Background: an optimization exercise with open tools, aiming at small area and a short achievable clock period. Do not read the settings as production practice.
In this exercise RTL edits were held to simulation tests only and were not proved equivalent to the original.
No activity file was given, so power comes from the tool's default toggle rates.

`flow/design.v`:
```
module joltage_select_sum #(
  parameter int MAX_K = 12,
  parameter int VAL_W = 40,
  parameter int SUM_W = 64,
  parameter int CNT_W = 32,
  localparam int KW   = $clog2(MAX_K+1)
)(
  input  logic             clk,
  input  logic             rst_n,
  input  logic [KW-1:0]    k_sel,
  input  logic [3:0]       in_digit,
  input  logic             in_last,
  input  logic             in_valid,
  output logic             in_ready,
  input  logic             sum_clr,
  output logic             line_valid,
  output logic [VAL_W-1:0] line_value,
  output logic             line_short,
  output logic [SUM_W-1:0] sum_out,
  output logic [CNT_W-1:0] lines_done,
  output logic [2:0]       error
);
  logic [MAX_K-1:0][3:0] dig, cand;
  logic [MAX_K-1:1] shf_q, asc_nxt, shf_nxt;
  logic [VAL_W-1:0] val_p, val_g, va_nxt, vb_nxt;
  logic [VAL_W-1:0] val;
  logic [KW-1:0]    cnt, k_r, k_nxt;
  logic             live, fin, rdy, in_line;
  logic             acc, upd, clr, dig_ok, k_ok, short_l, add_ok;
  logic [VAL_W:0]   add_lo;
  logic [SUM_W-1:0] sum_nxt;
  logic             carry;
  logic [CNT_W-1:0] lines_nxt;
  logic [2:0]       err_set;
  assign in_ready = rdy;
  assign acc      = in_valid && in_ready;
  assign dig_ok   = (in_digit <= 4'd9);
  assign upd      = acc && dig_ok;
  assign clr      = fin || !live;
  assign k_ok     = (k_sel != '0) && (k_sel <= KW'(MAX_K));
  assign short_l  = (cnt < k_r);
  assign add_ok   = fin && !short_l;
  assign k_nxt = in_line ? k_r : (k_ok ? k_sel : KW'(MAX_K));
  always_comb begin
    cand[0] = (shf_q[1] || in_digit > dig[0]) ? in_digit : dig[0];
    for (int j = 1; j < MAX_K; j++)
      cand[j] = shf_q[j] ? dig[j-1] : dig[j];
    for (int j = 1; j < MAX_K; j++)
      asc_nxt[j] = (KW'(j) < k_nxt) && (cand[j] < cand[j-1]);
    shf_nxt[MAX_K-1] = asc_nxt[MAX_K-1];
    for (int j = MAX_K-2; j >= 1; j--)
      shf_nxt[j] = shf_nxt[j+1] | asc_nxt[j];
  end
  jss_bcd2bin u_conv (.d(cand), .va(va_nxt), .vb(vb_nxt));
  assign line_valid = fin;
  assign line_short = fin && short_l;
  assign line_value = add_ok ? val : '0;
  jss_cpa_pg #(.W(VAL_W)) u_val (.p_in(val_p), .g_in(val_g), .s(val));
  jss_cpa_sklansky #(.W(VAL_W+1)) u_add (.a({1'b0, sum_out[VAL_W-1:0]}), .b({1'b0, val}), .s(add_lo));
  jss_inc #(.W(SUM_W-VAL_W)) u_inc_hi (.a(sum_out[SUM_W-1:VAL_W]), .ci(add_lo[VAL_W]), .s(sum_nxt[SUM_W-1:VAL_W]), .co(carry));
  assign sum_nxt[VAL_W-1:0] = add_lo[VAL_W-1:0];
  assign lines_nxt = lines_done + 1'b1;
  assign err_set = {add_ok && carry,
                    (fin && short_l) || (acc && !in_line && !k_ok),
                    acc && !dig_ok};
  always_ff @(posedge clk or negedge rst_n) begin
    if (!rst_n) begin
      live    <= 1'b0;
      fin     <= 1'b0;
      rdy     <= 1'b0;
    end else begin
      live <= 1'b1;
      fin  <= acc && in_last;
      rdy  <= !(acc && in_last);
    end
  end
  always_ff @(posedge clk) begin
    if (clr) begin
      in_line <= 1'b0;
      dig     <= '0;
      shf_q   <= '0;
      cnt     <= '0;
    end else begin
      if (acc) in_line <= !in_last;
      if (upd) begin
        dig   <= cand;
        shf_q <= shf_nxt;
        if (cnt != KW'(MAX_K)) cnt <= cnt + 1'b1;
      end
    end
  end
  always_ff @(posedge clk) begin
    if (acc && !in_line) k_r <= k_ok ? k_sel : KW'(MAX_K);
    if (upd) begin
      val_p <= va_nxt ^ vb_nxt;
      val_g <= va_nxt & vb_nxt;
    end
  end
  always_ff @(posedge clk or negedge rst_n) begin
    if (!rst_n) begin
      sum_out    <= '0;
      lines_done <= '0;
      error      <= '0;
    end else if (sum_clr) begin
      sum_out    <= '0;
      lines_done <= '0;
      error      <= '0;
    end else begin
      error <= error | err_set;
      if (fin) lines_done <= lines_nxt;
      if (add_ok) sum_out <= sum_nxt;
    end
  end
endmodule
module jss_inc #(parameter int W = 24) (
  input  logic [W-1:0] a,
  input  logic         ci,
  output logic [W-1:0] s,
  output logic         co
);
  localparam int L = $clog2(W);
  logic [W-1:0] p [0:L];
  always_comb begin
    p[0] = a;
    for (int l = 0; l < L; l++)
      for (int i = 0; i < W; i++)
        if ((i >> l) & 1) p[l+1][i] = p[l][i] & p[l][((i >> l) << l) - 1];
        else              p[l+1][i] = p[l][i];
    s[0] = a[0] ^ ci;
    for (int i = 1; i < W; i++) s[i] = a[i] ^ (ci & p[L][i-1]);
    co = ci & p[L][W-1];
  end
endmodule
module jss_bcd2bin (input logic [47:0] d, output logic [39:0] va, output logic [39:0] vb);
  wire w1 = d[0];
  wire w2 = d[1];
  wire w3 = d[4];
  wire w4 = d[2];
  wire w5 = d[5];
  wire w6 = d[8];
  wire w7 = d[3];
  wire w8 = d[6];
  wire w9 = d[4];
  wire w10 = d[9];
  wire w11 = d[12];
  wire w12 = d[10];
  wire w13 = d[13];
  wire w14 = d[16];
  wire w15 = (d[5] | d[7]);
  wire w16 = d[6];
  wire w17 = d[11];
  wire w18 = ~d[8];
  wire w19 = d[14];
  wire w20 = ~d[12];
  wire w21 = d[17];
  wire w22 = d[20];
  wire w23 = d[7];
  wire w24 = d[9];
  wire w25 = d[18];
  wire w26 = d[21];
  wire w27 = d[24];
  wire w28 = (d[13] | d[15]);
  wire w29 = (d[9] ^ d[10]);
  wire w30 = d[8];
  wire w31 = (d[13] ^ d[14]);
  wire w32 = d[19];
  wire w33 = d[22];
  wire w34 = d[20];
  wire w35 = d[25];
  wire w36 = d[28];
  wire w37 = ((~d[12] & ~d[13] & ~d[14] & ~d[15]) | (d[12] & ~d[13] & ~d[14] & ~d[15]));
  wire w38 = ~d[16];
  wire w39 = d[26];
  wire w40 = d[29];
  wire w41 = d[32];
  wire w42 = ((~d[8] & ~d[9] & ~d[10] & ~d[11]) | (d[8] & ~d[9] & ~d[10] & ~d[11]) | (~d[8] & d[9] & ~d[10] & ~d[11]) | (d[8] & d[9] & ~d[10] & ~d[11]) | (~d[8] & d[9] & d[10] & ~d[11]) | (d[8] & d[9] & d[10] & ~d[11]));
  wire w43 = (d[21] | d[23]);
  wire w44 = d[10];
  wire w45 = d[17];
  wire w46 = d[22];
  wire w47 = ~d[20];
  wire w48 = d[27];
  wire w49 = d[24];
  wire w50 = d[30];
  wire w51 = ~d[28];
  wire w52 = d[33];
  wire w53 = d[36];
  wire w54 = d[11];
  wire w55 = d[12];
  wire w56 = (d[17] ^ d[18]);
  wire w57 = d[25];
  wire w58 = d[34];
  wire w59 = d[37];
  wire w60 = d[40];
  wire w61 = (d[21] | d[23]);
  wire w62 = (d[29] | d[31]);
  wire w63 = d[13];
  wire w64 = ((~d[16] & ~d[17] & ~d[18] & ~d[19]) | (d[16] & ~d[17] & ~d[18] & ~d[19]));
  wire w65 = d[16];
  wire w66 = (d[21] ^ d[22]);
  wire w67 = d[20];
  wire w68 = d[26];
  wire w69 = (d[29] ^ d[30]);
  wire w70 = ~d[28];
  wire w71 = d[35];
  wire w72 = d[38];
  wire w73 = d[36];
  wire w74 = d[41];
  wire w75 = d[44];
  wire w76 = d[14];
  wire w77 = d[17];
  wire w78 = d[27];
  wire w79 = d[42];
  wire w80 = d[45];
  wire w81 = ((~d[20] & ~d[21] & ~d[22] & ~d[23]) | (d[20] & ~d[21] & ~d[22] & ~d[23]) | (~d[20] & d[21] & ~d[22] & ~d[23]) | (d[20] & d[21] & ~d[22] & ~d[23]) | (~d[20] & d[21] & d[22] & ~d[23]) | (d[20] & d[21] & d[22] & ~d[23]));
  wire w82 = ((~d[28] & ~d[29] & ~d[30] & ~d[31]) | (d[28] & ~d[29] & ~d[30] & ~d[31]) | (~d[28] & d[29] & ~d[30] & ~d[31]) | (d[28] & d[29] & ~d[30] & ~d[31]) | (~d[28] & d[29] & d[30] & ~d[31]) | (d[28] & d[29] & d[30] & ~d[31]));
  wire w83 = (d[37] | d[39]);
  wire w84 = d[15];
  wire w85 = d[18];
  wire w86 = d[16];
  wire w87 = d[22];
  wire w88 = (d[29] ^ d[30]);
  wire w89 = d[28];
  wire w90 = ~d[32];
  wire w91 = d[38];
  wire w92 = d[43];
  wire w93 = ~d[40];
  wire w94 = d[46];
  wire w95 = ~d[44];
  wire w96 = d[23];
  wire w97 = d[24];
  wire w98 = d[33];
  wire w99 = d[39];
  wire w100 = ~d[36];
  wire w101 = d[41];
  wire w102 = (d[17] | d[19]);
  wire w103 = ((~d[28] & ~d[29] & ~d[30] & ~d[31]) | (d[28] & ~d[29] & ~d[30] & ~d[31]) | (~d[28] & d[29] & ~d[30] & ~d[31]) | (d[28] & d[29] & ~d[30] & ~d[31]) | (~d[28] & d[29] & d[30] & ~d[31]) | (d[28] & d[29] & d[30] & ~d[31]));
  wire w104 = (d[45] | d[47]);
  wire w105 = d[18];
  wire w106 = ~d[20];
  wire w107 = d[25];
  wire w108 = d[30];
  wire w109 = d[28];
  wire w110 = (d[33] ^ d[34]);
  wire w111 = d[37];
  wire w112 = (d[41] ^ d[42]);
  wire w113 = (d[45] ^ d[46]);
  wire w114 = d[19];
  wire w115 = d[21];
  wire w116 = d[26];
  wire w117 = ~d[24];
  wire w118 = ((~d[32] & ~d[33] & ~d[34] & ~d[35]) | (d[32] & ~d[33] & ~d[34] & ~d[35]));
  wire w119 = (d[37] ^ d[38]);
  wire w120 = ~d[36];
  wire w121 = ((~d[40] & ~d[41] & ~d[42] & ~d[43]) | (d[40] & ~d[41] & ~d[42] & ~d[43]));
  wire w122 = ((~d[44] & ~d[45] & ~d[46] & ~d[47]) | (d[44] & ~d[45] & ~d[46] & ~d[47]));
  wire w123 = ~d[44];
  wire w124 = (d[29] | d[31]);
  wire w125 = (d[21] ^ d[22]);
  wire w126 = d[20];
  wire w127 = d[30];
  wire w128 = ~d[32];
  wire w129 = d[45];
  wire w130 = (d[25] | d[27]);
  wire w131 = ((~d[36] & ~d[37] & ~d[38] & ~d[39]) | (d[36] & ~d[37] & ~d[38] & ~d[39]) | (~d[36] & d[37] & ~d[38] & ~d[39]) | (d[36] & d[37] & ~d[38] & ~d[39]) | (~d[36] & d[37] & d[38] & ~d[39]) | (d[36] & d[37] & d[38] & ~d[39]));
  wire w132 = (d[25] ^ d[26]);
  wire w133 = d[31];
  wire w134 = d[33];
  wire w135 = (d[37] ^ d[38]);
  wire w136 = ~d[36];
  wire w137 = ~d[40];
  wire w138 = (d[45] ^ d[46]);
  wire w139 = ((~d[20] & ~d[21] & ~d[22] & ~d[23]) | (d[20] & ~d[21] & ~d[22] & ~d[23]) | (~d[20] & d[21] & ~d[22] & ~d[23]) | (d[20] & d[21] & ~d[22] & ~d[23]) | (~d[20] & d[21] & d[22] & ~d[23]) | (d[20] & d[21] & d[22] & ~d[23]));
  wire w140 = d[22];
  wire w141 = ((~d[24] & ~d[25] & ~d[26] & ~d[27]) | (d[24] & ~d[25] & ~d[26] & ~d[27]));
  wire w142 = ~d[28];
  wire w143 = (d[33] ^ d[34]);
  wire w144 = ~d[32];
  wire w145 = d[41];
  wire w146 = ((~d[44] & ~d[45] & ~d[46] & ~d[47]) | (d[44] & ~d[45] & ~d[46] & ~d[47]));
  wire w147 = ~d[44];
  wire w148 = ((~d[36] & ~d[37] & ~d[38] & ~d[39]) | (d[36] & ~d[37] & ~d[38] & ~d[39]) | (~d[36] & d[37] & ~d[38] & ~d[39]) | (d[36] & d[37] & ~d[38] & ~d[39]) | (~d[36] & d[37] & d[38] & ~d[39]) | (d[36] & d[37] & d[38] & ~d[39]));
  wire w149 = d[23];
  wire w150 = d[24];
  wire w151 = d[29];
  wire w152 = (d[37] ^ d[38]);
  wire w153 = (d[41] ^ d[42]);
  wire w154 = d[40];
  wire w155 = d[45];
  wire w156 = ((~d[32] & ~d[33] & ~d[34] & ~d[35]) | (d[32] & ~d[33] & ~d[34] & ~d[35]) | (~d[32] & d[33] & ~d[34] & ~d[35]) | (d[32] & d[33] & ~d[34] & ~d[35]) | (~d[32] & d[33] & d[34] & ~d[35]) | (d[32] & d[33] & d[34] & ~d[35]));
  wire w157 = d[25];
  wire w158 = (d[29] ^ d[30]);
  wire w159 = d[28];
  wire w160 = (d[33] ^ d[34]);
  wire w161 = ((~d[36] & ~d[37] & ~d[38] & ~d[39]) | (d[36] & ~d[37] & ~d[38] & ~d[39]));
  wire w162 = d[36];
  wire w163 = (d[45] ^ d[46]);
  wire w164 = ((~d[40] & ~d[41] & ~d[42] & ~d[43]) | (d[40] & ~d[41] & ~d[42] & ~d[43]) | (~d[40] & d[41] & ~d[42] & ~d[43]) | (d[40] & d[41] & ~d[42] & ~d[43]) | (~d[40] & d[41] & d[42] & ~d[43]) | (d[40] & d[41] & d[42] & ~d[43]));
  wire w165 = d[26];
  wire w166 = ((~d[32] & ~d[33] & ~d[34] & ~d[35]) | (d[32] & ~d[33] & ~d[34] & ~d[35]));
  wire w167 = d[37];
  wire w168 = d[42];
  wire w169 = ((~d[44] & ~d[45] & ~d[46] & ~d[47]) | (d[44] & ~d[45] & ~d[46] & ~d[47]));
  wire w170 = ((~d[28] & ~d[29] & ~d[30] & ~d[31]) | (d[28] & ~d[29] & ~d[30] & ~d[31]) | (~d[28] & d[29] & ~d[30] & ~d[31]) | (d[28] & d[29] & ~d[30] & ~d[31]) | (~d[28] & d[29] & d[30] & ~d[31]) | (d[28] & d[29] & d[30] & ~d[31]));
  wire w171 = d[27];
  wire w172 = d[30];
  wire w173 = d[28];
  wire w174 = d[38];
  wire w175 = ~d[36];
  wire w176 = d[43];
  wire w177 = d[44];
  wire w178 = d[45];
  wire w179 = (d[29] | d[31]);
  wire w180 = (d[37] | d[39]);
  wire w181 = d[30];
  wire w182 = ~d[32];
  wire w183 = (d[37] ^ d[38]);
  wire w184 = d[46];
  wire w185 = d[31];
  wire w186 = d[33];
  wire w187 = ((~d[36] & ~d[37] & ~d[38] & ~d[39]) | (d[36] & ~d[37] & ~d[38] & ~d[39]));
  wire w188 = ~d[36];
  wire w189 = d[40];
  wire w190 = d[47];
  wire w191 = (d[33] ^ d[34]);
  wire w192 = d[32];
  wire w193 = d[37];
  wire w194 = d[41];
  wire w195 = d[44];
  wire w196 = (d[37] ^ d[38]);
  wire w197 = d[42];
  wire w198 = d[40];
  wire w199 = d[45];
  wire w200 = ((~d[32] & ~d[33] & ~d[34] & ~d[35]) | (d[32] & ~d[33] & ~d[34] & ~d[35]) | (~d[32] & d[33] & ~d[34] & ~d[35]) | (d[32] & d[33] & ~d[34] & ~d[35]) | (~d[32] & d[33] & d[34] & ~d[35]) | (d[32] & d[33] & d[34] & ~d[35]));
  wire w201 = d[34];
  wire w202 = ((~d[36] & ~d[37] & ~d[38] & ~d[39]) | (d[36] & ~d[37] & ~d[38] & ~d[39]));
  wire w203 = d[46];
  wire w204 = (d[41] | d[43]);
  wire w205 = d[35];
  wire w206 = d[36];
  wire w207 = d[42];
  wire w208 = d[40];
  wire w209 = d[47];
  wire w210 = d[44];
  wire w211 = d[37];
  wire w212 = d[45];
  wire w213 = (d[41] | d[43]);
  wire w214 = d[38];
  wire w215 = d[42];
  wire w216 = d[46];
  wire w217 = ~d[44];
  wire w218 = d[39];
  wire w219 = d[43];
  wire w220 = d[40];
  wire w221 = (d[45] | d[47]);
  wire w222 = d[41];
  wire w223 = (d[45] ^ d[46]);
  wire w224 = d[42];
  wire w225 = ((~d[44] & ~d[45] & ~d[46] & ~d[47]) | (d[44] & ~d[45] & ~d[46] & ~d[47]));
  wire w226 = ~d[44];
  wire w227 = d[43];
  wire w228 = d[45];
  wire w229 = (d[45] ^ d[46]);
  wire w230 = d[44];
  wire w231 = ((~d[44] & ~d[45] & ~d[46] & ~d[47]) | (d[44] & ~d[45] & ~d[46] & ~d[47]) | (~d[44] & d[45] & ~d[46] & ~d[47]) | (d[44] & d[45] & ~d[46] & ~d[47]) | (~d[44] & d[45] & d[46] & ~d[47]) | (d[44] & d[45] & d[46] & ~d[47]));
  wire w232 = d[46];
  wire w233 = w4 ^ w5;
  wire w234 = w233 ^ w6;
  wire w235 = (w4 & w5) | (w233 & w6);
  wire w236 = w10 ^ w11;
  wire w237 = w236 ^ w7;
  wire w238 = (w10 & w11) | (w236 & w7);
  wire w239 = w8 ^ w9;
  wire w240 = w239 ^ w235;
  wire w241 = (w8 & w9) | (w239 & w235);
  wire w242 = w12 ^ w13;
  wire w243 = w242 ^ w14;
  wire w244 = (w12 & w13) | (w242 & w14);
  wire w245 = w15 ^ w238;
  wire w246 = w245 ^ w243;
  wire w247 = (w15 & w238) | (w245 & w243);
  wire w248 = w16 ^ w17;
  wire w249 = w248 ^ w19;
  wire w250 = (w16 & w17) | (w248 & w19);
  wire w251 = w21 ^ w22;
  wire w252 = w251 ^ w18;
  wire w253 = (w21 & w22) | (w251 & w18);
  wire w254 = w20 ^ w244;
  wire w255 = w254 ^ w249;
  wire w256 = (w20 & w244) | (w254 & w249);
  wire w257 = w252 ^ w247;
  wire w258 = w257 ^ w255;
  wire w259 = (w252 & w247) | (w257 & w255);
  wire w260 = 1'b1 ^ w23;
  wire w261 = w260 ^ w24;
  wire w262 = (1'b1 & w23) | (w260 & w24);
  wire w263 = w25 ^ w26;
  wire w264 = w263 ^ w27;
  wire w265 = (w25 & w26) | (w263 & w27);
  wire w266 = w28 ^ w250;
  wire w267 = w266 ^ w253;
  wire w268 = (w28 & w250) | (w266 & w253);
  wire w269 = w261 ^ w264;
  wire w270 = w269 ^ w256;
  wire w271 = (w261 & w264) | (w269 & w256);
  wire w272 = w267 ^ w259;
  wire w273 = w272 ^ w270;
  wire w274 = (w267 & w259) | (w272 & w270);
  wire w275 = 1'b1 ^ w30;
  wire w276 = w275 ^ w32;
  wire w277 = (1'b1 & w30) | (w275 & w32);
  wire w278 = w33 ^ w34;
  wire w279 = w278 ^ w35;
  wire w280 = (w33 & w34) | (w278 & w35);
  wire w281 = w36 ^ w29;
  wire w282 = w281 ^ w31;
  wire w283 = (w36 & w29) | (w281 & w31);
  wire w284 = w262 ^ w265;
  wire w285 = w284 ^ w276;
  wire w286 = (w262 & w265) | (w284 & w276);
  wire w287 = w279 ^ w282;
  wire w288 = w287 ^ w268;
  wire w289 = (w279 & w282) | (w287 & w268);
  wire w290 = w285 ^ w271;
  wire w291 = w290 ^ w288;
  wire w292 = (w285 & w271) | (w290 & w288);
  wire w293 = w39 ^ w40;
  wire w294 = w293 ^ w41;
  wire w295 = (w39 & w40) | (w293 & w41);
  wire w296 = w38 ^ w37;
  wire w297 = w296 ^ w42;
  wire w298 = (w38 & w37) | (w296 & w42);
  wire w299 = w43 ^ w277;
  wire w300 = w299 ^ w280;
  wire w301 = (w43 & w277) | (w299 & w280);
  wire w302 = w294 ^ w283;
  wire w303 = w302 ^ w297;
  wire w304 = (w294 & w283) | (w302 & w297);
  wire w305 = w286 ^ w300;
  wire w306 = w305 ^ w289;
  wire w307 = (w286 & w300) | (w305 & w289);
  wire w308 = w303 ^ w292;
  wire w309 = w308 ^ w306;
  wire w310 = (w303 & w292) | (w308 & w306);
  wire w311 = w44 ^ w45;
  wire w312 = w311 ^ w46;
  wire w313 = (w44 & w45) | (w311 & w46);
  wire w314 = w48 ^ w49;
  wire w315 = w314 ^ w50;
  wire w316 = (w48 & w49) | (w314 & w50);
  wire w317 = w52 ^ w53;
  wire w318 = w317 ^ w47;
  wire w319 = (w52 & w53) | (w317 & w47);
  wire w320 = w51 ^ w295;
  wire w321 = w320 ^ w312;
  wire w322 = (w51 & w295) | (w320 & w312);
  wire w323 = w315 ^ w318;
  wire w324 = w323 ^ w298;
  wire w325 = (w315 & w318) | (w323 & w298);
  wire w326 = w301 ^ w321;
  wire w327 = w326 ^ w324;
  wire w328 = (w301 & w321) | (w326 & w324);
  wire w329 = w304 ^ w327;
  wire w330 = w329 ^ w307;
  wire w331 = (w304 & w327) | (w329 & w307);
  wire w332 = w54 ^ w55;
  wire w333 = w332 ^ w57;
  wire w334 = (w54 & w55) | (w332 & w57);
  wire w335 = w58 ^ w59;
  wire w336 = w335 ^ w60;
  wire w337 = (w58 & w59) | (w335 & w60);
  wire w338 = w56 ^ w61;
  wire w339 = w338 ^ w62;
  wire w340 = (w56 & w61) | (w338 & w62);
  wire w341 = w313 ^ w316;
  wire w342 = w341 ^ w319;
  wire w343 = (w313 & w316) | (w341 & w319);
  wire w344 = w333 ^ w336;
  wire w345 = w344 ^ w339;
  wire w346 = (w333 & w336) | (w344 & w339);
  wire w347 = w322 ^ w342;
  wire w348 = w347 ^ w325;
  wire w349 = (w322 & w342) | (w347 & w325);
  wire w350 = w345 ^ w328;
  wire w351 = w350 ^ w348;
  wire w352 = (w345 & w328) | (w350 & w348);
  wire w353 = 1'b1 ^ w63;
  wire w354 = w353 ^ w65;
  wire w355 = (1'b1 & w63) | (w353 & w65);
  wire w356 = w67 ^ w68;
  wire w357 = w356 ^ w71;
  wire w358 = (w67 & w68) | (w356 & w71);
  wire w359 = w72 ^ w73;
  wire w360 = w359 ^ w74;
  wire w361 = (w72 & w73) | (w359 & w74);
  wire w362 = w75 ^ w70;
  wire w363 = w362 ^ w64;
  wire w364 = (w75 & w70) | (w362 & w64);
  wire w365 = w66 ^ w69;
  wire w366 = w365 ^ w334;
  wire w367 = (w66 & w69) | (w365 & w334);
  wire w368 = w337 ^ w354;
  wire w369 = w368 ^ w357;
  wire w370 = (w337 & w354) | (w368 & w357);
  wire w371 = w360 ^ w340;
  wire w372 = w371 ^ w363;
  wire w373 = (w360 & w340) | (w371 & w363);
  wire w374 = w343 ^ w366;
  wire w375 = w374 ^ w369;
  wire w376 = (w343 & w366) | (w374 & w369);
  wire w377 = w346 ^ w372;
  wire w378 = w377 ^ w349;
  wire w379 = (w346 & w372) | (w377 & w349);
  wire w380 = w375 ^ w352;
  wire w381 = w380 ^ w378;
  wire w382 = (w375 & w352) | (w380 & w378);
  wire w383 = w76 ^ w77;
  wire w384 = w383 ^ w78;
  wire w385 = (w76 & w77) | (w383 & w78);
  wire w386 = w79 ^ w80;
  wire w387 = w386 ^ w81;
  wire w388 = (w79 & w80) | (w386 & w81);
  wire w389 = w82 ^ w83;
  wire w390 = w389 ^ w355;
  wire w391 = (w82 & w83) | (w389 & w355);
  wire w392 = w358 ^ w361;
  wire w393 = w392 ^ w384;
  wire w394 = (w358 & w361) | (w392 & w384);
  wire w395 = w364 ^ w367;
  wire w396 = w395 ^ w387;
  wire w397 = (w364 & w367) | (w395 & w387);
  wire w398 = w370 ^ w390;
  wire w399 = w398 ^ w393;
  wire w400 = (w370 & w390) | (w398 & w393);
  wire w401 = w373 ^ w396;
  wire w402 = w401 ^ w376;
  wire w403 = (w373 & w396) | (w401 & w376);
  wire w404 = w399 ^ w379;
  wire w405 = w404 ^ w402;
  wire w406 = (w399 & w379) | (w404 & w402);
  wire w407 = 1'b1 ^ w84;
  wire w408 = w407 ^ w85;
  wire w409 = (1'b1 & w84) | (w407 & w85);
  wire w410 = w86 ^ w87;
  wire w411 = w410 ^ w89;
  wire w412 = (w86 & w87) | (w410 & w89);
  wire w413 = w91 ^ w92;
  wire w414 = w413 ^ w94;
  wire w415 = (w91 & w92) | (w413 & w94);
  wire w416 = w90 ^ w93;
  wire w417 = w416 ^ w95;
  wire w418 = (w90 & w93) | (w416 & w95);
  wire w419 = w88 ^ w385;
  wire w420 = w419 ^ w408;
  wire w421 = (w88 & w385) | (w419 & w408);
  wire w422 = w411 ^ w414;
  wire w423 = w422 ^ w417;
  wire w424 = (w411 & w414) | (w422 & w417);
  wire w425 = w388 ^ w391;
  wire w426 = w425 ^ w394;
  wire w427 = (w388 & w391) | (w425 & w394);
  wire w428 = w420 ^ w423;
  wire w429 = w428 ^ w397;
  wire w430 = (w420 & w423) | (w428 & w397);
  wire w431 = w400 ^ w426;
  wire w432 = w431 ^ w429;
  wire w433 = (w400 & w426) | (w431 & w429);
  wire w434 = w403 ^ w432;
  wire w435 = w434 ^ w406;
  wire w436 = (w403 & w432) | (w434 & w406);
  wire w437 = 1'b1 ^ w101;
  wire w438 = w437 ^ w96;
  wire w439 = (1'b1 & w101) | (w437 & w96);
  wire w440 = w97 ^ w98;
  wire w441 = w440 ^ w99;
  wire w442 = (w97 & w98) | (w440 & w99);
  wire w443 = w100 ^ w102;
  wire w444 = w443 ^ w103;
  wire w445 = (w100 & w102) | (w443 & w103);
  wire w446 = w104 ^ w409;
  wire w447 = w446 ^ w412;
  wire w448 = (w104 & w409) | (w446 & w412);
  wire w449 = w415 ^ w418;
  wire w450 = w449 ^ w438;
  wire w451 = (w415 & w418) | (w449 & w438);
  wire w452 = w441 ^ w444;
  wire w453 = w452 ^ w421;
  wire w454 = (w441 & w444) | (w452 & w421);
  wire w455 = w447 ^ w424;
  wire w456 = w455 ^ w450;
  wire w457 = (w447 & w424) | (w455 & w450);
  wire w458 = w427 ^ w453;
  wire w459 = w458 ^ w456;
  wire w460 = (w427 & w453) | (w458 & w456);
  wire w461 = w430 ^ w459;
  wire w462 = w461 ^ w433;
  wire w463 = (w430 & w459) | (w461 & w433);
  wire w464 = w105 ^ w107;
  wire w465 = w464 ^ w108;
  wire w466 = (w105 & w107) | (w464 & w108);
  wire w467 = w109 ^ w111;
  wire w468 = w467 ^ w106;
  wire w469 = (w109 & w111) | (w467 & w106);
  wire w470 = w110 ^ w112;
  wire w471 = w470 ^ w113;
  wire w472 = (w110 & w112) | (w470 & w113);
  wire w473 = w439 ^ w442;
  wire w474 = w473 ^ w465;
  wire w475 = (w439 & w442) | (w473 & w465);
  wire w476 = w468 ^ w445;
  wire w477 = w476 ^ w448;
  wire w478 = (w468 & w445) | (w476 & w448);
  wire w479 = w471 ^ w451;
  wire w480 = w479 ^ w474;
  wire w481 = (w471 & w451) | (w479 & w474);
  wire w482 = w454 ^ w477;
  wire w483 = w482 ^ w457;
  wire w484 = (w454 & w477) | (w482 & w457);
  wire w485 = w480 ^ w460;
  wire w486 = w485 ^ w483;
  wire w487 = (w480 & w460) | (w485 & w483);
  wire w488 = w114 ^ w115;
  wire w489 = w488 ^ w116;
  wire w490 = (w114 & w115) | (w488 & w116);
  wire w491 = w117 ^ w120;
  wire w492 = w491 ^ w123;
  wire w493 = (w117 & w120) | (w491 & w123);
  wire w494 = w118 ^ w119;
  wire w495 = w494 ^ w121;
  wire w496 = (w118 & w119) | (w494 & w121);
  wire w497 = w122 ^ w124;
  wire w498 = w497 ^ w466;
  wire w499 = (w122 & w124) | (w497 & w466);
  wire w500 = w469 ^ w489;
  wire w501 = w500 ^ w492;
  wire w502 = (w469 & w489) | (w500 & w492);
  wire w503 = w472 ^ w495;
  wire w504 = w503 ^ w475;
  wire w505 = (w472 & w495) | (w503 & w475);
  wire w506 = w498 ^ w501;
  wire w507 = w506 ^ w478;
  wire w508 = (w498 & w501) | (w506 & w478);
  wire w509 = w481 ^ w504;
  wire w510 = w509 ^ w507;
  wire w511 = (w481 & w504) | (w509 & w507);
  wire w512 = w484 ^ w510;
  wire w513 = w512 ^ w487;
  wire w514 = (w484 & w510) | (w512 & w487);
  wire w515 = w126 ^ w127;
  wire w516 = w515 ^ w129;
  wire w517 = (w126 & w127) | (w515 & w129);
  wire w518 = w128 ^ w125;
  wire w519 = w518 ^ w130;
  wire w520 = (w128 & w125) | (w518 & w130);
  wire w521 = w131 ^ w490;
  wire w522 = w521 ^ w493;
  wire w523 = (w131 & w490) | (w521 & w493);
  wire w524 = w516 ^ w496;
  wire w525 = w524 ^ w499;
  wire w526 = (w516 & w496) | (w524 & w499);
  wire w527 = w519 ^ w502;
  wire w528 = w527 ^ w522;
  wire w529 = (w519 & w502) | (w527 & w522);
  wire w530 = w505 ^ w525;
  wire w531 = w530 ^ w528;
  wire w532 = (w505 & w525) | (w530 & w528);
  wire w533 = w508 ^ w531;
  wire w534 = w533 ^ w511;
  wire w535 = (w508 & w531) | (w533 & w511);
  wire w536 = w133 ^ w134;
  wire w537 = w536 ^ w136;
  wire w538 = (w133 & w134) | (w536 & w136);
  wire w539 = w137 ^ w132;
  wire w540 = w539 ^ w135;
  wire w541 = (w137 & w132) | (w539 & w135);
  wire w542 = w138 ^ w139;
  wire w543 = w542 ^ w517;
  wire w544 = (w138 & w139) | (w542 & w517);
  wire w545 = w537 ^ w520;
  wire w546 = w545 ^ w540;
  wire w547 = (w537 & w520) | (w545 & w540);
  wire w548 = w523 ^ w543;
  wire w549 = w548 ^ w526;
  wire w550 = (w523 & w543) | (w548 & w526);
  wire w551 = w546 ^ w529;
  wire w552 = w551 ^ w549;
  wire w553 = (w546 & w529) | (w551 & w549);
  wire w554 = w532 ^ w552;
  wire w555 = w554 ^ w535;
  wire w556 = (w532 & w552) | (w554 & w535);
  wire w557 = 1'b1 ^ w140;
  wire w558 = w557 ^ w145;
  wire w559 = (1'b1 & w140) | (w557 & w145);
  wire w560 = w142 ^ w144;
  wire w561 = w560 ^ w147;
  wire w562 = (w142 & w144) | (w560 & w147);
  wire w563 = w141 ^ w143;
  wire w564 = w563 ^ w146;
  wire w565 = (w141 & w143) | (w563 & w146);
  wire w566 = w148 ^ w538;
  wire w567 = w566 ^ w558;
  wire w568 = (w148 & w538) | (w566 & w558);
  wire w569 = w561 ^ w541;
  wire w570 = w569 ^ w544;
  wire w571 = (w561 & w541) | (w569 & w544);
  wire w572 = w564 ^ w567;
  wire w573 = w572 ^ w547;
  wire w574 = (w564 & w567) | (w572 & w547);
  wire w575 = w570 ^ w550;
  wire w576 = w575 ^ w573;
  wire w577 = (w570 & w550) | (w575 & w573);
  wire w578 = w553 ^ w576;
  wire w579 = w578 ^ w556;
  wire w580 = (w553 & w576) | (w578 & w556);
  wire w581 = w149 ^ w150;
  wire w582 = w581 ^ w151;
  wire w583 = (w149 & w150) | (w581 & w151);
  wire w584 = w154 ^ w155;
  wire w585 = w584 ^ w152;
  wire w586 = (w154 & w155) | (w584 & w152);
  wire w587 = w153 ^ w156;
  wire w588 = w587 ^ w559;
  wire w589 = (w153 & w156) | (w587 & w559);
  wire w590 = w562 ^ w582;
  wire w591 = w590 ^ w565;
  wire w592 = (w562 & w582) | (w590 & w565);
  wire w593 = w585 ^ w568;
  wire w594 = w593 ^ w588;
  wire w595 = (w585 & w568) | (w593 & w588);
  wire w596 = w591 ^ w571;
  wire w597 = w596 ^ w594;
  wire w598 = (w591 & w571) | (w596 & w594);
  wire w599 = w574 ^ w597;
  wire w600 = w599 ^ w577;
  wire w601 = (w574 & w597) | (w599 & w577);
  wire w602 = 1'b1 ^ w157;
  wire w603 = w602 ^ w159;
  wire w604 = (1'b1 & w157) | (w602 & w159);
  wire w605 = w162 ^ w158;
  wire w606 = w605 ^ w160;
  wire w607 = (w162 & w158) | (w605 & w160);
  wire w608 = w161 ^ w163;
  wire w609 = w608 ^ w164;
  wire w610 = (w161 & w163) | (w608 & w164);
  wire w611 = w583 ^ w603;
  wire w612 = w611 ^ w586;
  wire w613 = (w583 & w603) | (w611 & w586);
  wire w614 = w589 ^ w606;
  wire w615 = w614 ^ w609;
  wire w616 = (w589 & w606) | (w614 & w609);
  wire w617 = w592 ^ w612;
  wire w618 = w617 ^ w595;
  wire w619 = (w592 & w612) | (w617 & w595);
  wire w620 = w615 ^ w598;
  wire w621 = w620 ^ w618;
  wire w622 = (w615 & w598) | (w620 & w618);
  wire w623 = w165 ^ w167;
  wire w624 = w623 ^ w168;
  wire w625 = (w165 & w167) | (w623 & w168);
  wire w626 = w166 ^ w169;
  wire w627 = w626 ^ w170;
  wire w628 = (w166 & w169) | (w626 & w170);
  wire w629 = w604 ^ w624;
  wire w630 = w629 ^ w607;
  wire w631 = (w604 & w624) | (w629 & w607);
  wire w632 = w610 ^ w627;
  wire w633 = w632 ^ w613;
  wire w634 = (w610 & w627) | (w632 & w613);
  wire w635 = w630 ^ w616;
  wire w636 = w635 ^ w633;
  wire w637 = (w630 & w616) | (w635 & w633);
  wire w638 = w619 ^ w636;
  wire w639 = w638 ^ w622;
  wire w640 = (w619 & w636) | (w638 & w622);
  wire w641 = w171 ^ w172;
  wire w642 = w641 ^ w173;
  wire w643 = (w171 & w172) | (w641 & w173);
  wire w644 = w174 ^ w176;
  wire w645 = w644 ^ w177;
  wire w646 = (w174 & w176) | (w644 & w177);
  wire w647 = w175 ^ w625;
  wire w648 = w647 ^ w642;
  wire w649 = (w175 & w625) | (w647 & w642);
  wire w650 = w645 ^ w628;
  wire w651 = w650 ^ w648;
  wire w652 = (w645 & w628) | (w650 & w648);
  wire w653 = w631 ^ w634;
  wire w654 = w653 ^ w651;
  wire w655 = (w631 & w634) | (w653 & w651);
  wire w656 = w637 ^ w654;
  wire w657 = w656 ^ w640;
  wire w658 = (w637 & w654) | (w656 & w640);
  wire w659 = w178 ^ w179;
  wire w660 = w659 ^ w180;
  wire w661 = (w178 & w179) | (w659 & w180);
  wire w662 = w643 ^ w646;
  wire w663 = w662 ^ w660;
  wire w664 = (w643 & w646) | (w662 & w660);
  wire w665 = w649 ^ w663;
  wire w666 = w665 ^ w652;
  wire w667 = (w649 & w663) | (w665 & w652);
  wire w668 = w655 ^ w666;
  wire w669 = w668 ^ w658;
  wire w670 = (w655 & w666) | (w668 & w658);
  wire w671 = w181 ^ w184;
  wire w672 = w671 ^ w182;
  wire w673 = (w181 & w184) | (w671 & w182);
  wire w674 = w183 ^ w672;
  wire w675 = w674 ^ w661;
  wire w676 = (w183 & w672) | (w674 & w661);
  wire w677 = w675 ^ w664;
  wire w678 = w677 ^ w667;
  wire w679 = (w675 & w664) | (w677 & w667);
  wire w680 = 1'b1 ^ w185;
  wire w681 = w680 ^ w186;
  wire w682 = (1'b1 & w185) | (w680 & w186);
  wire w683 = w189 ^ w190;
  wire w684 = w683 ^ w188;
  wire w685 = (w189 & w190) | (w683 & w188);
  wire w686 = w187 ^ w673;
  wire w687 = w686 ^ w681;
  wire w688 = (w187 & w673) | (w686 & w681);
  wire w689 = w684 ^ w687;
  wire w690 = w689 ^ w676;
  wire w691 = (w684 & w687) | (w689 & w676);
  wire w692 = w192 ^ w193;
  wire w693 = w692 ^ w194;
  wire w694 = (w192 & w193) | (w692 & w194);
  wire w695 = w195 ^ w191;
  wire w696 = w695 ^ w682;
  wire w697 = (w195 & w191) | (w695 & w682);
  wire w698 = w685 ^ w693;
  wire w699 = w698 ^ w688;
  wire w700 = (w685 & w693) | (w698 & w688);
  wire w701 = w696 ^ w699;
  wire w702 = w701 ^ w691;
  wire w703 = (w696 & w699) | (w701 & w691);
  wire w704 = w197 ^ w198;
  wire w705 = w704 ^ w199;
  wire w706 = (w197 & w198) | (w704 & w199);
  wire w707 = w196 ^ w200;
  wire w708 = w707 ^ w694;
  wire w709 = (w196 & w200) | (w707 & w694);
  wire w710 = w705 ^ w697;
  wire w711 = w710 ^ w708;
  wire w712 = (w705 & w697) | (w710 & w708);
  wire w713 = w700 ^ w711;
  wire w714 = w713 ^ w703;
  wire w715 = (w700 & w711) | (w713 & w703);
  wire w716 = w201 ^ w203;
  wire w717 = w716 ^ w202;
  wire w718 = (w201 & w203) | (w716 & w202);
  wire w719 = w204 ^ w706;
  wire w720 = w719 ^ w709;
  wire w721 = (w204 & w706) | (w719 & w709);
  wire w722 = w717 ^ w712;
  wire w723 = w722 ^ w720;
  wire w724 = (w717 & w712) | (w722 & w720);
  wire w725 = 1'b1 ^ w205;
  wire w726 = w725 ^ w206;
  wire w727 = (1'b1 & w205) | (w725 & w206);
  wire w728 = w207 ^ w208;
  wire w729 = w728 ^ w209;
  wire w730 = (w207 & w208) | (w728 & w209);
  wire w731 = w210 ^ w726;
  wire w732 = w731 ^ w729;
  wire w733 = (w210 & w726) | (w731 & w729);
  wire w734 = w718 ^ w732;
  wire w735 = w734 ^ w721;
  wire w736 = (w718 & w732) | (w734 & w721);
  wire w737 = 1'b1 ^ w211;
  wire w738 = w737 ^ w212;
  wire w739 = (1'b1 & w211) | (w737 & w212);
  wire w740 = w213 ^ w727;
  wire w741 = w740 ^ w730;
  wire w742 = (w213 & w727) | (w740 & w730);
  wire w743 = w738 ^ w733;
  wire w744 = w743 ^ w741;
  wire w745 = (w738 & w733) | (w743 & w741);
  wire w746 = w214 ^ w215;
  wire w747 = w746 ^ w216;
  wire w748 = (w214 & w215) | (w746 & w216);
  wire w749 = w217 ^ w739;
  wire w750 = w749 ^ w747;
  wire w751 = (w217 & w739) | (w749 & w747);
  wire w752 = w742 ^ w750;
  wire w753 = w752 ^ w745;
  wire w754 = (w742 & w750) | (w752 & w745);
  wire w755 = 1'b1 ^ w218;
  wire w756 = w755 ^ w219;
  wire w757 = (1'b1 & w218) | (w755 & w219);
  wire w758 = w220 ^ w221;
  wire w759 = w758 ^ w748;
  wire w760 = (w220 & w221) | (w758 & w748);
  wire w761 = w756 ^ w751;
  wire w762 = w761 ^ w759;
  wire w763 = (w756 & w751) | (w761 & w759);
  wire w764 = 1'b1 ^ w222;
  wire w765 = w764 ^ w223;
  wire w766 = (1'b1 & w222) | (w764 & w223);
  wire w767 = w757 ^ w760;
  wire w768 = w767 ^ w765;
  wire w769 = (w757 & w760) | (w767 & w765);
  wire w770 = 1'b1 ^ w224;
  wire w771 = w770 ^ w226;
  wire w772 = (1'b1 & w224) | (w770 & w226);
  wire w773 = w225 ^ w771;
  wire w774 = w773 ^ w766;
  wire w775 = (w225 & w771) | (w773 & w766);
  wire w776 = w227 ^ w228;
  wire w777 = w776 ^ w772;
  wire w778 = (w227 & w228) | (w776 & w772);
  wire w779 = 1'b1 ^ w230;
  wire w780 = w779 ^ w229;
  wire w781 = (1'b1 & w230) | (w779 & w229);
  wire [39:0] ra = {1'b1, w231, w780, w777, w774, w763, w762, w753, w744, w724, w723, w714, w702, w690, w678, w669, w657, w639, w621, w600, w579, w555, w534, w513, w486, w462, w435, w382, w381, w331, w310, w309, w274, w273, w258, w241, w237, w234, w2, w1};
  wire [39:0] rb = {w232, w781, w778, w775, w769, w768, w754, 1'b0, w736, w735, w715, 1'b0, 1'b0, w679, w670, 1'b0, 1'b0, 1'b0, w601, w580, 1'b0, 1'b0, w514, 1'b0, w463, w436, 1'b0, w405, 1'b0, w351, w330, 1'b0, w291, 1'b0, 1'b0, w246, w240, 1'b0, w3, 1'b0};
  assign va = ra;
  assign vb = rb;
endmodule
module jss_cpa_sklansky #(parameter int W = 40) (input logic [W-1:0] a, b, output logic [W-1:0] s);
  localparam int L = $clog2(W);
  logic [W-1:0] g [0:L];
  logic [W-1:0] p [0:L];
  always_comb begin
    g[0] = a & b; p[0] = a ^ b;
    for (int l = 0; l < L; l++)
      for (int i = 0; i < W; i++)
        if ((i >> l) & 1) begin
          g[l+1][i] = g[l][i] | (p[l][i] & g[l][((i >> l) << l) - 1]);
          p[l+1][i] = p[l][i] & p[l][((i >> l) << l) - 1];
        end else begin
          g[l+1][i] = g[l][i]; p[l+1][i] = p[l][i];
        end
    s[0] = p[0][0];
    for (int i = 1; i < W; i++) s[i] = p[0][i] ^ g[L][i-1];
  end
endmodule
module jss_cpa_ripple #(parameter int W = 40) (input logic [W-1:0] a, b, output logic [W-1:0] s);
  logic [W:0] c;
  always_comb begin
    c[0] = 1'b0;
    for (int i = 0; i < W; i++) begin
      s[i] = a[i] ^ b[i] ^ c[i];
      c[i+1] = (a[i] & b[i]) | (a[i] & c[i]) | (b[i] & c[i]);
    end
  end
endmodule
module jss_cpa_bk #(parameter int W = 40) (input logic [W-1:0] a, b, output logic [W-1:0] s);
  localparam int L = $clog2(W);
  logic [W-1:0] g, p;
  always_comb begin
    g = a & b; p = a ^ b;
    for (int l = 0; l < L; l++)
      for (int i = 0; i < W; i++)
        if (((i + 1) % (2 << l)) == 0) begin
          g[i] = g[i] | (p[i] & g[i - (1 << l)]);
          p[i] = p[i] & p[i - (1 << l)];
        end
    for (int l = L - 1; l >= 0; l--)
      for (int i = 0; i < W; i++)
        if (((i + 1) % (2 << l)) == (1 << l) && i >= (2 << l) + (1 << l) - 1) begin
          g[i] = g[i] | (p[i] & g[i - (1 << l)]);
          p[i] = p[i] & p[i - (1 << l)];
        end
    s[0] = a[0] ^ b[0];
    for (int i = 1; i < W; i++) s[i] = a[i] ^ b[i] ^ g[i-1];
  end
endmodule
module jss_cpa_pg #(parameter int W = 40) (input logic [W-1:0] p_in, g_in, output logic [W-1:0] s);
  localparam int L = $clog2(W);
  logic [W-1:0] g [0:L];
  logic [W-1:0] p [0:L];
  always_comb begin
    g[0] = g_in; p[0] = p_in;
    for (int l = 0; l < L; l++)
      for (int i = 0; i < W; i++)
        if ((i >> l) & 1) begin
          g[l+1][i] = g[l][i] | (p[l][i] & g[l][((i >> l) << l) - 1]);
          p[l+1][i] = p[l][i] & p[l][((i >> l) << l) - 1];
        end else begin
          g[l+1][i] = g[l][i]; p[l+1][i] = p[l][i];
        end
    s[0] = p_in[0];
    for (int i = 1; i < W; i++) s[i] = p_in[i] ^ g[L][i-1];
  end
endmodule
```
`flow/flow/run.sh`:
```
#!/bin/bash
set -euo pipefail
export BUFFER_PORTS_ARGS="-buffer_cell sky130_fd_sc_hd__buf_1"
export CTS_ARGS="-sink_clustering_enable -repair_clock_nets -dont_use_dummy_load"
bash standard.sh finish > standard_flow.log 2>&1
```
`flow/standard.sh`:
```
#!/bin/bash
# synth_recipe.tcl (not shown) runs the flow's synth.tcl, then flattens the netlist and writes it again
# the make line also repeats each setting of config.mk as NAME=value (left out here)
make -C /OpenROAD-flow-scripts/flow DESIGN_CONFIG=/design/flow/config.mk WORK_HOME=/design/flow/orfs CLKGATE_MAP_FILE= SYNTH_SCRIPT=/design/flow/synth_recipe.tcl "${@:-finish}"
```
`flow/config.mk`:
```
export PLATFORM = sky130hd
export DESIGN_NAME = joltage_select_sum
export DESIGN_NICKNAME = joltage_select_sum
export VERILOG_FILES = /design/flow/design.v
export SDC_FILE = /design/flow/constraint.sdc
export NUM_CORES = 4
export LEC_CHECK = 0
export CAP_MARGIN = 20
export CORE_MARGIN = 2
export CORE_UTILIZATION = 45
export SETUP_SLACK_MARGIN = 4.4
export SLEW_MARGIN = 20
```
`flow/constraint.sdc`:
```
create_clock -name core_clock -period 9.0 [get_ports {clk}]
set_input_delay 1.8000 -clock core_clock [delete_from_list [all_inputs] [get_ports {clk}]]
set_output_delay 1.8000 -clock core_clock [all_outputs]
set_load 0.01 [all_outputs]
```
==> impl_metrics.json, run 1 <==
{
  "yosys_warnings": 9,
  "endpoint": "line_value[38]",
  "overflow": 0,
  "synth_top_cells_by_area": "fa_1, dfrtp_1, edfxtp_1",
  "ant_nets": 0,
  "wl_met1_mm": 21.5,
  "cts-buffers-inserted": 28,
  "power_frac_seq": 0.300,
  "rsz0062_at_grt": "yes",
  "via_count": 13500,
  "r2r_end": "val_p[25]$_DFFE_PP_",
  "insertion_delay_ps": 580,
  "dp_hpwl_mm": 35.1,
  "critPathCaptureType": "primary output",
  "drtIter0Drc": 719,
  "worstMarginPinSlew_ps": 1080,
  "path_class": "flop to primary output",
  "syn_area_mm2": 0.0180,
  "drive_gt1_frac": 0.149,
  "synth_seq_cells": 233,
  "io_buffers": 154,
  "finalCritPeriodShare": 0.523,
  "clkSinkCount": 233,
  "utilization": 0.542,
  "rrSetupSlack_ps": 4420,
  "syn_to_final_growth_pct": 19.3,
  "gp_congestion": 0.962,
  "cp_data_required_time_ps": 7200,
  "clk_path_buf_depth": 3,
  "outcome": "finished clean",
  "period_needed_ps": 4710,
  "slew_headroom": 0.282,
  "yosys.area.top_type": "fa_1",
  "htreeDepth": 1,
  "synth_nets": 2093,
  "syn_inst": 1779,
  "root_buffer": "clkbuf_16",
  "clkPwrFrac": 0.187,
  "ir_worst_vdd_v": 0.000213,
  "fin_skew_ps": 71.9,
  "min_path_type": "flop to flop",
  "wl_met2_mm": 21.5,
  "numPlacedInstances": 2414,
  "p_leak_nw": 9.18,
  "post-route-drc-count": 0,
  "coreArea_mm2": 0.0395,
  "p_per_area_mw_per_mm2": 236,
  "die_width_um": 204,
  "setup_tns_ps": 0,
  "synth-async-reset-ratio": 0.438,
  "yosysSeqAreaShare": 0.325,
  "wire_per_inst_um": 18.3,
  "top_layer_used": "met4",
  "synth.distinct_cells": 87,
  "swShare": 0.388,
  "grt_usage": 0.223,
  "antenna_found_initial": 0,
  "grt_pass1_wl_mm": 73.9,
  "synth.top_cell.area_share": 0.195,
  "n_fill_cell": 3530,
  "max_freq_ghz": 0.212,
  "pin_count": 155,
  "arrival_ps": 2910,
  "reg2reg_from": "shf_q[9]$_SDFFE_PP0P_",
  "start_util": 0.454,
  "r2r_cells": 13,
  "synth_ff_type": "dfrtp_1",
  "crit_path_start_kind": "flop",
  "dieArea_mm2": 0.0415,
  "layout.cells.non_filler": 2526,
  "holdWs_ps": 508,
  "tritoncts": "done",
  "wl_mm": 46.3,
  "firstDrtPassIters": 7,
  "die_h_um": 204,
  "critPathMaxFanout": 4,
  "power_switching_w": 0.00196,
  "slew_viol_final": 0,
  "synth_edf_count": 67,
  "final_hold_viol_count": 0,
  "clk_pin_slew_ps": 60,
  "postSynthAreaPerCell_um2": 10.1,
  "dr_wl_met3_mm": 2.23,
  "power_frac_comb": 0.513,
  "p_int_w": 0.00309,
  "critical_path.startpoint": "val_p[28]$_DFFE_PP_",
  "viasPerCell": 5.35,
  "grt_pass1_vias": 13700,
  "rows": 73,
  "nets": 2317,
  "ctsHoldBuffers": 0,
  "maxCapViolations": 0,
  "grt_max_degree": 106,
  "setup_violations": 0,
  "antenna_cells": 0
}
## per-stage QoR
| step | instance area [um2] | power [W] | setup slack [ps] |
|---|---|---|---|
| floorplan | 18100 | 0.00317 | 4340 |
| global placement | 19200 | 0.00373 | 3850 |
| detailed placement | 19200 | 0.00381 | 3750 |
| CTS | 20700 | 0.00493 | 4240 |
| global route | 21400 | 0.00556 | 4160 |
| finish | 21400 | 0.00505 | 4290 |
## metal layers
layer,GRT usage,vias up
li1,-,6438
met1,0.313,6676
met2,0.366,326
met3,0.0292,71
met4,0.0534,0
met5,0,-
## placed cells by master, fill, tap and decap left out, types with 15 or more instances in the layout
master	n
inv_1	212
fa_1	166
nor2_1	150
buf_1	139
ha_1	122
nand2_1	112
dfrtp_1	102
buf_4	94
a21oi_1	83
edfxtp_1	67
a211oi_1	59
dfxtp_1	56
o21ai_0	52
and2_1	47
xnor2_1	46
xor2_1	46
nand3_1	30
clkbuf_16	28
mux2i_1	24
and3_1	20
mux2i_4	19
or3_1	15
## timing repair
action                     CTS  global route
gates resized for setup     94            86
buffers inserted            38            45
setup endpoints to repair   63            58
pin swaps                   24            26
cloned                       0             1
## worst min path at each step
stage	start	end	slack, ps	depth (start not counted)
2_1_floorplan	dig[47]$_SDFFE_PP0P_	dig[47]$_SDFFE_PP0P_	470	2
3_3_place_gp	error[0]$_DFF_PN0_	error[0]$_DFF_PN0_	480	2
3_5_place_dp	dig[47]$_SDFFE_PP0P_	dig[47]$_SDFFE_PP0P_	500	2
4_1_cts	dig[8]$_SDFFE_PP0P_	dig[8]$_SDFFE_PP0P_	510	2
5_1_grt	error[2]$_DFF_PN0_	error[2]$_DFF_PN0_	530	1
6_report	dig[8]$_SDFFE_PP0P_	dig[8]$_SDFFE_PP0P_	510	2
## power by group through the flow
stage / sequential [W] / clock, W / combinational (W)
2_1_floorplan: 0.00148 / 0 / 0.00170
3_3_place_gp: 0.00151 / 0 / 0.00222
3_5_place_dp: 0.00151 / 0 / 0.00230
4_1_cts: 0.00150 / 0.000977 / 0.00245
5_1_grt: 0.00153 / 0.00101 / 0.00302
6_report: 0.00152 / 0.000946 / 0.00259
## registers in the layout (all words and copies together), names as in the netlist, 3 cells and up
register,cells
cnt,4
dig,48
error,3
k_r,4
lines_done,32
shf_q,11
sum_out,64
val_g,23
val_p,40
## cells in the mapped netlist (6+ instances only)
cell type / count
a211oi_1: 59
a21o_1: 14
a21oi_1: 90
a31oi_1: 14
and2_1: 49
and3_1: 22
buf_1: 6
buf_2: 8
clkbuf_1: 43
dfrtp_1: 102
dfxtp_1: 64
edfxtp_1: 67
fa_1: 175
ha_1: 126
inv_1: 223
mux2i_1: 47
nand2_1: 114
nand2b_1: 7
nand3_1: 33
nand4_1: 13
nor2_1: 157
nor2b_1: 12
nor3_1: 14
nor4_1: 6
o21a_1: 13
o21ai_0: 59
o21ai_1: 9
o21bai_1: 8
or3_1: 16
xnor2_1: 56
xor2_1: 51
## cells by family after synthesis
| logic type | count (synthesis) | share of synthesized area |
|---|---|---|
| AOI/OAI and AO/OA | 319 | 0.118 |
| and+or+nand+nor | 479 | 0.130 |
| xor gates and xnor gates | 108 | 0.0531 |
| adders and majority gates | 301 | 0.283 |
| muxes | 52 | 0.0295 |
| DFF | 233 | 0.325 |
| other | 1 | 0.000209 |
| buffers and inverters | 286 | 0.0611 |
## worst max-delay path, stage by stage, from the launching register on
cell      delay, ps
edfxtp_1        450
nand4_1         170
or4_4           580
or2_1           240
o311a_4         150
nor3b_4         230
o21a_1          180
nor3_1           80
nor3_2          170
buf_2           170
## area by class of cell
| type | instances | area [um2] | area share |
|---|---|---|---|
| flip-flops and latches | 233 | 5870 | 0.274 |
| well taps | 525 | 657 | 0.0307 |
| clock buffers | 28 | 701 | 0.0327 |
| multi-input cells | 1261 | 11900 | 0.557 |
| inverters | 226 | 873 | 0.0408 |
| repair buffers | 253 | 1400 | 0.0653 |
==> run 2, diff against run 1 <==
--- a/flow/design.v
+++ b/flow/design.v
@@ -58,7 +58,7 @@
   jss_cpa_pg #(.W(VAL_W)) u_val (.p_in(val_p), .g_in(val_g), .s(val));
-  jss_cpa_sklansky #(.W(VAL_W+1)) u_add (.a({1'b0, sum_out[VAL_W-1:0]}), .b({1'b0, val}), .s(add_lo));
+  jss_cpa_sklansky #(.W(VAL_W+1)) u_add (.a({1'b0, sum_out[VAL_W-1:0]}), .b({1'b0, line_value}), .s(add_lo));
   jss_inc #(.W(SUM_W-VAL_W)) u_inc_hi (.a(sum_out[SUM_W-1:VAL_W]), .ci(add_lo[VAL_W]), .s(sum_nxt[SUM_W-1:VAL_W]), .co(carry));
   assign sum_nxt[VAL_W-1:0] = add_lo[VAL_W-1:0];
-  assign lines_nxt = lines_done + 1'b1;
-  assign err_set = {add_ok && carry,
+  assign lines_nxt = lines_done + CNT_W'(fin);
+  assign err_set = {carry,
                     (fin && short_l) || (acc && !in_line && !k_ok),
@@ -109,4 +109,4 @@
       error <= error | err_set;
-      if (fin) lines_done <= lines_nxt;
-      if (add_ok) sum_out <= sum_nxt;
+      lines_done <= lines_nxt;
+      sum_out    <= sum_nxt;
     end
--- a/flow/config.mk
+++ b/flow/config.mk
@@ -9,3 +9,4 @@
 export CORE_MARGIN = 2
-export CORE_UTILIZATION = 45
+export CORE_UTILIZATION = 55
+export PLACE_DENSITY = 0.7
 export SETUP_SLACK_MARGIN = 4.4
==> run 2 against run 1 <==
  * Clock-buffer cell count is 2 lower
  * Fmax decreased by 1.3%
  * Sequential power about the same
  * Largest cell class unchanged
  * Final area fell by 4.4%
  * Clock power is 5.7% lower
  * Flip-flop and latch count unchanged
  * Still clean
  * Total power shrank 14%
==> impl_metrics.json, run 2 <==
{
  "outcome": "finished clean",
  "min_path_type": "flop to flop",
  "synth_top_cells_by_area": "fa_1, dfrtp_1, edfxtp_1",
  "synth_edf_count": 67,
  "wire_per_inst_um": 18.2,
  "p_leak_nw": 8.90,
  "critPathCaptureType": "primary output",
  "setup_violations": 0,
  "grt_pass1_vias": 13000,
  "synth.top_cell.area_share": 0.202,
  "power_frac_seq": 0.349,
  "pin_count": 155,
  "insertion_delay_ps": 550,
  "largest_reg_flops": 64,
  "via_count": 12900,
  "viasPerCell": 5.58,
  "antenna_found_initial": 0,
  "grt_max_degree": 105,
  "syn_area_mm2": 0.0174,
  "syn_to_final_growth_pct": 18.0,
  "power_frac_comb": 0.446,
  "worstMarginPinSlew_ps": 950,
  "cp_cell_sequence": "o211ai_1, a211oi_4, o2111ai_2, a21boi_2, o211ai_1, a21oi_2, o41ai_2, xor2_1, nor2_2, buf_2",
  "synth_seq_cells": 233,
  "rrSetupSlack_ps": 4450,
  "r2r_cells": 18,
  "largest_register": "sum_out",
  "layout.cells.non_filler": 2303,
  "arrival_ps": 2970,
  "path_common_cell": "o211ai_1",
  "synth_commonest_cells": "inv_1, nor2_1, fa_1",
  "clk_pin_slew_ps": 60,
  "path_delay_family": "compound AO/OA/AOI/OAI gates",
  "synth.distinct_cells": 76,
  "p_per_area_mw_per_mm2": 212,
  "clkSinkCount": 233,
  "coreArea_mm2": 0.0313,
  "rsz0062_at_grt": "yes",
  "layout_common_cells": "inv_1, nor2_1, fa_1, buf_1, ha_1",
  "yosys_warnings": 9,
  "die_width_um": 182,
  "clkPwrFrac": 0.205,
  "critPathMaxFanout": 5,
  "yosysSeqAreaShare": 0.336,
  "postSynthAreaPerCell_um2": 10.3,
  "max_stage_delay_ps": 420,
  "n_fill_cell": 2471,
  "utilization": 0.655,
  "p_int_w": 0.00276,
  "cp_slowest_cell": "edfxtp_1",
  "reg2reg_from": "val_g[4]$_DFFE_PP_",
  "maxCapViolations": 0,
  "numPlacedInstances": 2205,
  "fin_skew_ps": 45.7,
  "clk_path_buf_depth": 3,
  "synth-async-reset-ratio": 0.438,
  "power_switching_w": 0.00159,
  "path_class": "flop to primary output",
  "grt_pass1_wl_mm": 67.3,
  "period_needed_ps": 4770,
  "firstDrtPassIters": 5,
  "synth_ff_type": "dfrtp_1",
  "total_power_w": 0.00435,
  "drtIter0Drc": 745,
  "hold_depth": 2,
  "dp_hpwl_mm": 31.8,
  "rows": 65,
  "die_h_um": 182,
  "htreeDepth": 1,
  "drive_gt1_frac": 0.156,
  "swShare": 0.366,
  "final_common_cell": "inv_1",
  "r2r_end": "sum_out[40]$_DFF_PN0_",
  "antenna_cells": 0,
  "ctsHoldBuffers": 0,
  "tritoncts": "done",
  "post-route-drc-count": 0,
  "crit_path_start_kind": "flop",
  "yosysMostFrequentCell": "inv_1",
  "hp-start": "dig[47]$_SDFFE_PP0P_",
  "dieArea_mm2": 0.0330,
  "cp_data_required_time_ps": 7200,
  "holdPathEnd": "dig[47]$_SDFFE_PP0P_",
  "root_buffer": "clkbuf_16",
  "grt_usage": 0.254,
  "synth_nets": 2001,
  "ir_worst_vdd_v": 0.000189,
  "yosys.area.top_type": "fa_1",
  "ant_nets": 0,
  "final_hold_viol_count": 0,
  "overflow": 0,
  "syn_inst": 1686,
  "multi_input_area_mm2": 0.0113,
  "slew_viol_final": 0,
  "wl_mm": 42.0,
  "top_regs": "sum_out: 64 flops, dig: 48 flops, val_p: 40 flops",
  "worst-path-buf-inv": 1,
  "gp_congestion": 0.939,
  "setup_tns_ps": 0,
  "seq_area_mm2": 0.00587,
  "finalCritPeriodShare": 0.530,
  "slew_headroom": 0.367,
  "max_freq_ghz": 0.210,
  "cts-buffers-inserted": 26,
  "start_util": 0.555,
  "nets": 2218,
  "io_buffers": 154
}
==> run 2: final cells by class <==
type                    instances  share of cell area
multi-input cells            1166               0.549
clock buffers                  26              0.0317
flip-flops and latches        233               0.286
inverters                     237              0.0444
well taps                     402              0.0245
repair buffers                239              0.0636
==> run 2: routing by layer <==
| metal | global-route usage | part of all wire | up-vias |
|---|---|---|---|
| li1 | - | - | 6095 |
| met1 | 0.354 | 0.45 | 6324 |
| met2 | 0.414 | 0.47 | 354 |
| met3 | 0.0385 | 0.056 | 87 |
| met4 | 0.0793 | 0.029 | 0 |
| met5 | 0 | 0 | - |
==> run 2: worst register-to-register path, cell delays in order, from the launching register on <==
cell and delay, ps:
edfxtp_1 420, o211ai_1 320, a211oi_4 70, o2111ai_2 280, a21boi_2 130, o211ai_1 270
a21oi_2 150, nor4_1 480, nor3_4 80, buf_4 150, buf_4 130, ha_1 360
a21o_1 200, a21oi_1 190, o21ai_0 120, a21o_2 330, or2_2 330, ha_1 260
nor2b_1 130
==> run 2: timing repair <==
action                                  4_1_cts  5_1_grt
buffers inserted                             29       43
gates resized for setup                      92      115
endpoints found under the setup margin       82       79
pin swaps                                    19       26
==> run 2: worst max-delay path by stage <==
stage	startpoint	cells after the start	slack (ps)	endpoint
final	val_g[4]$_DFFE_PP_	10	4230	line_value[38]
after global routing	val_g[4]$_DFFE_PP_	10	4100	line_value[38]
after CTS	val_p[3]$_DFFE_PP_	9	4300	line_value[39]
after detailed placement	shf_q[10]$_SDFFE_PP0P_	12	3500	val_p[20]$_DFFE_PP_
after global placement	shf_q[10]$_SDFFE_PP0P_	12	3720	val_p[20]$_DFFE_PP_
after floorplan	shf_q[7]$_SDFFE_PP0P_	12	4330	val_p[25]$_DFFE_PP_
==> run 2: cells by family after synthesis <==
group                    count (synthesis)  share of synthesized area
multiplexers                            52                     0.0311
AND/OR/NAND/NOR                        429                      0.115
buffers and inverters                  287                     0.0631
XOR/XNOR                               100                     0.0504
adder cells (fa/ha/maj)                302                      0.293
AO/OA/AOI/OAI                          282                      0.111
flip-flops                             233                      0.336
other                                    1                   0.000216
==> run 2: power by group through the flow <==
stage,Clock (W),Combinational [W],Sequential [W]
6_report,0.000892,0.00194,0.00152
5_1_grt,0.000954,0.00227,0.00153
4_1_cts,0.000910,0.00186,0.00150
3_5_place_dp,0,0.00179,0.00151
3_3_place_gp,0,0.00169,0.00150
2_1_floorplan,0,0.00130,0.00148
==> run 2: stage by stage <==
step	setup WS (ps)	instance area, um2	hold slack [ps]
after global routing	4100	20500	532
after global placement	3720	18400	480
after detailed placement	3500	18400	490
after floorplan	4330	17500	471
after CTS	4300	19700	501
final	4230	20500	497
==> run 3, diff against run 2 <==
--- a/flow/config.mk
+++ b/flow/config.mk
@@ -10,4 +10,3 @@
 export CORE_UTILIZATION = 55
-export PLACE_DENSITY = 0.7
-export SETUP_SLACK_MARGIN = 4.4
+export SETUP_SLACK_MARGIN = 3.8
 export SLEW_MARGIN = 20
==> run 3 against run 2 <==
  * Still clean
  * Register-to-register slack got worse by 520 ps
  * Worst setup slack lost 300 ps
  * Fmax fell by 6.0%
  * Synthesized cell count is the same
  * First-iteration DRC count shrank 24%
  * Clock skew is 5.9 ps higher
  * Hold slack worse by 3.4 ps
  * Die area stayed put
  * Critical path type is now flop to flop
  * Highest routed layer unchanged
==> impl_metrics.json, run 3 <==
{
  "outcome": "finished clean",
  "root_buffer": "clkbuf_16",
  "numPlacedInstances": 2210,
  "dp_hpwl_mm": 31.9,
  "drtIter0Drc": 569,
  "yosys_warnings": 9,
  "grt_max_degree": 95,
  "synth_edf_count": 67,
  "synth.top_cell.area_share": 0.202,
  "final_hold_viol_count": 0,
  "synth_ff_type": "dfrtp_1",
  "nets": 2156,
  "grt_usage": 0.247,
  "rows": 65,
  "tritoncts": "done",
  "min_path_type": "flop to flop",
  "largest_register": "sum_out",
  "cp_slowest_cell": "mux2i_1",
  "grt_pass1_wl_mm": 65.2,
  "post-route-drc-count": 0,
  "layout_common_cells": "inv_1, nor2_1, fa_1, buf_1, ha_1",
  "die_width_um": 182,
  "n_fill_cell": 2712,
  "maxCapViolations": 0,
  "synth_top_cells_by_area": "fa_1, dfrtp_1, edfxtp_1",
  "synth-async-reset-ratio": 0.438,
  "p_per_area_mw_per_mm2": 217,
  "wire_per_inst_um": 18.0,
  "cp_data_required_time_ps": 9260,
  "setup_violations": 0,
  "wl_mm": 40.2,
  "insertion_delay_ps": 550,
  "firstDrtPassIters": 4,
  "cts-buffers-inserted": 27,
  "setup_tns_ps": 0,
  "ctsHoldBuffers": 0,
  "layout.cells.non_filler": 2241,
  "yosysSeqAreaShare": 0.336,
  "multi_input_area_mm2": 0.0105,
  "drive_gt1_frac": 0.0549,
  "yosysMostFrequentCell": "inv_1",
  "max_freq_ghz": 0.197,
  "pin_count": 155,
  "top_regs": "sum_out: 64 flops, dig: 48 flops, val_p: 40 flops",
  "path_class": "flop to flop",
  "syn_inst": 1686,
  "slew_headroom": 0.286,
  "worstMarginPinSlew_ps": 1070,
  "coreArea_mm2": 0.0313
}
run 3: cell counts after synthesis:
No cell type changed its count.
run 3: power by group:
| part | internal, W | switching [W] | total [W] |
|---|---|---|---|
| combinational | 0.000757 | 0.000997 | 0.00175 |
| clock | 0.000521 | 0.000390 | 0.000911 |
| sequential | 0.00139 | 0.000108 | 0.00150 |
run 3: timing repair:
item                                    in CTS  in global routing
buffers inserted                             0                  3
gates cloned                                 0                  1
resized for setup                            4                 14
endpoints found under the setup margin       6                 23
pin swaps                                    0                  3
run 3: stage by stage:
stage	hold WS, ps	power (W)	utilization	setup WS [ps]	area (um2)
floorplan	471	0.00277	-	3920	17400
global placement	485	0.00321	0.588	3460	18400
detailed placement	490	0.00329	0.588	3370	18400
CTS	498	0.00422	0.610	3750	19100
global route	520	0.00456	0.613	3720	19200
finish	494	0.00416	0.613	3930	19200
run 3: layout make-up:
cell class | count | area share
Tap cell | 402 | 0.0262
Sequential cell | 233 | 0.305
Clock buffer | 27 | 0.0352
Timing Repair Buffer | 175 | 0.0388
Multi-Input combinational cell | 1167 | 0.548
Inverter | 237 | 0.0465
run 3: cells by family after synthesis:
| logic type | share of synthesized area |
|---|---|
| AO/OA/AOI/OAI | 0.111 |
| flip-flops | 0.336 |
| buffers and inverters | 0.0631 |
| adder cells (fa/ha/maj) | 0.293 |
| XOR/XNOR | 0.0504 |
| other | 0.000216 |
| multiplexers | 0.0311 |
| AND/OR/NAND/NOR | 0.115 |
run 3: worst paths after layout:
| kind | start | end | slack (ps) | cells past startpoint |
|---|---|---|---|---|
| setup reg to reg | shf_q[9]$_SDFFE_PP0P_ | val_p[25]$_DFFE_PP_ | 3930 | 12 |
| min in group asynchronous | rst_n | lines_done[18]$_DFF_PN0_ | 1210 | 1 |
| hold reg to reg | dig[47]$_SDFFE_PP0P_ | dig[47]$_SDFFE_PP0P_ | 490 | 2 |
| max in group asynchronous | rst_n | sum_out[24]$_DFF_PN0_ | 6450 | 2 |
| setup / recovery | shf_q[9]$_SDFFE_PP0P_ | val_p[25]$_DFFE_PP_ | 3930 | 12 |
| hold / removal | dig[47]$_SDFFE_PP0P_ | dig[47]$_SDFFE_PP0P_ | 490 | 2 |
run 3: critical path: cells and delay by family (launching register included):
family / cells / cell delay (ps)
fa+ha+maj: 7 / 2980
simple gates: 2 / 580
mux: 1 / 550
flops: 1 / 460
buf+inv: 2 / 260
run 3: layer usage:
metal / vias to the layer above / wire, um / GRT usage
met5: - / 0 / 0
met4: 0 / 949 / 0.0631
met3: 68 / 1870 / 0.0317
met2: 272 / 18200 / 0.393
met1: 5921 / 19200 / 0.361
li1: 5957 / - / -

## separate check: timing with driven ports
Ports are ideal in the flow. The routed layouts listed here were re-timed in OpenROAD. Step 1: set_driving_cell puts a clkbuf_16 on clk and a buf_2 on each other input, an assumption about the parent block. Step 2 also shifts input and output timing later by t, the mid clock arrival at the registers, as if the neighbouring blocks saw the same clock. a / b / c = ideal ports / drivers / drivers and shift; a / b = the first two.
| run | t (ns) | setup slack, ns |
|---|---|---|
| run 1 | 0.594 | 4.292 / 4.239 / 4.077 |
| run 2 | 0.578 | 4.232 / 4.180 / 4.047 |
| run 3 | 0.574 | 3.929 / 3.929 / 3.497 |
After both steps every run listed still meets setup and hold.
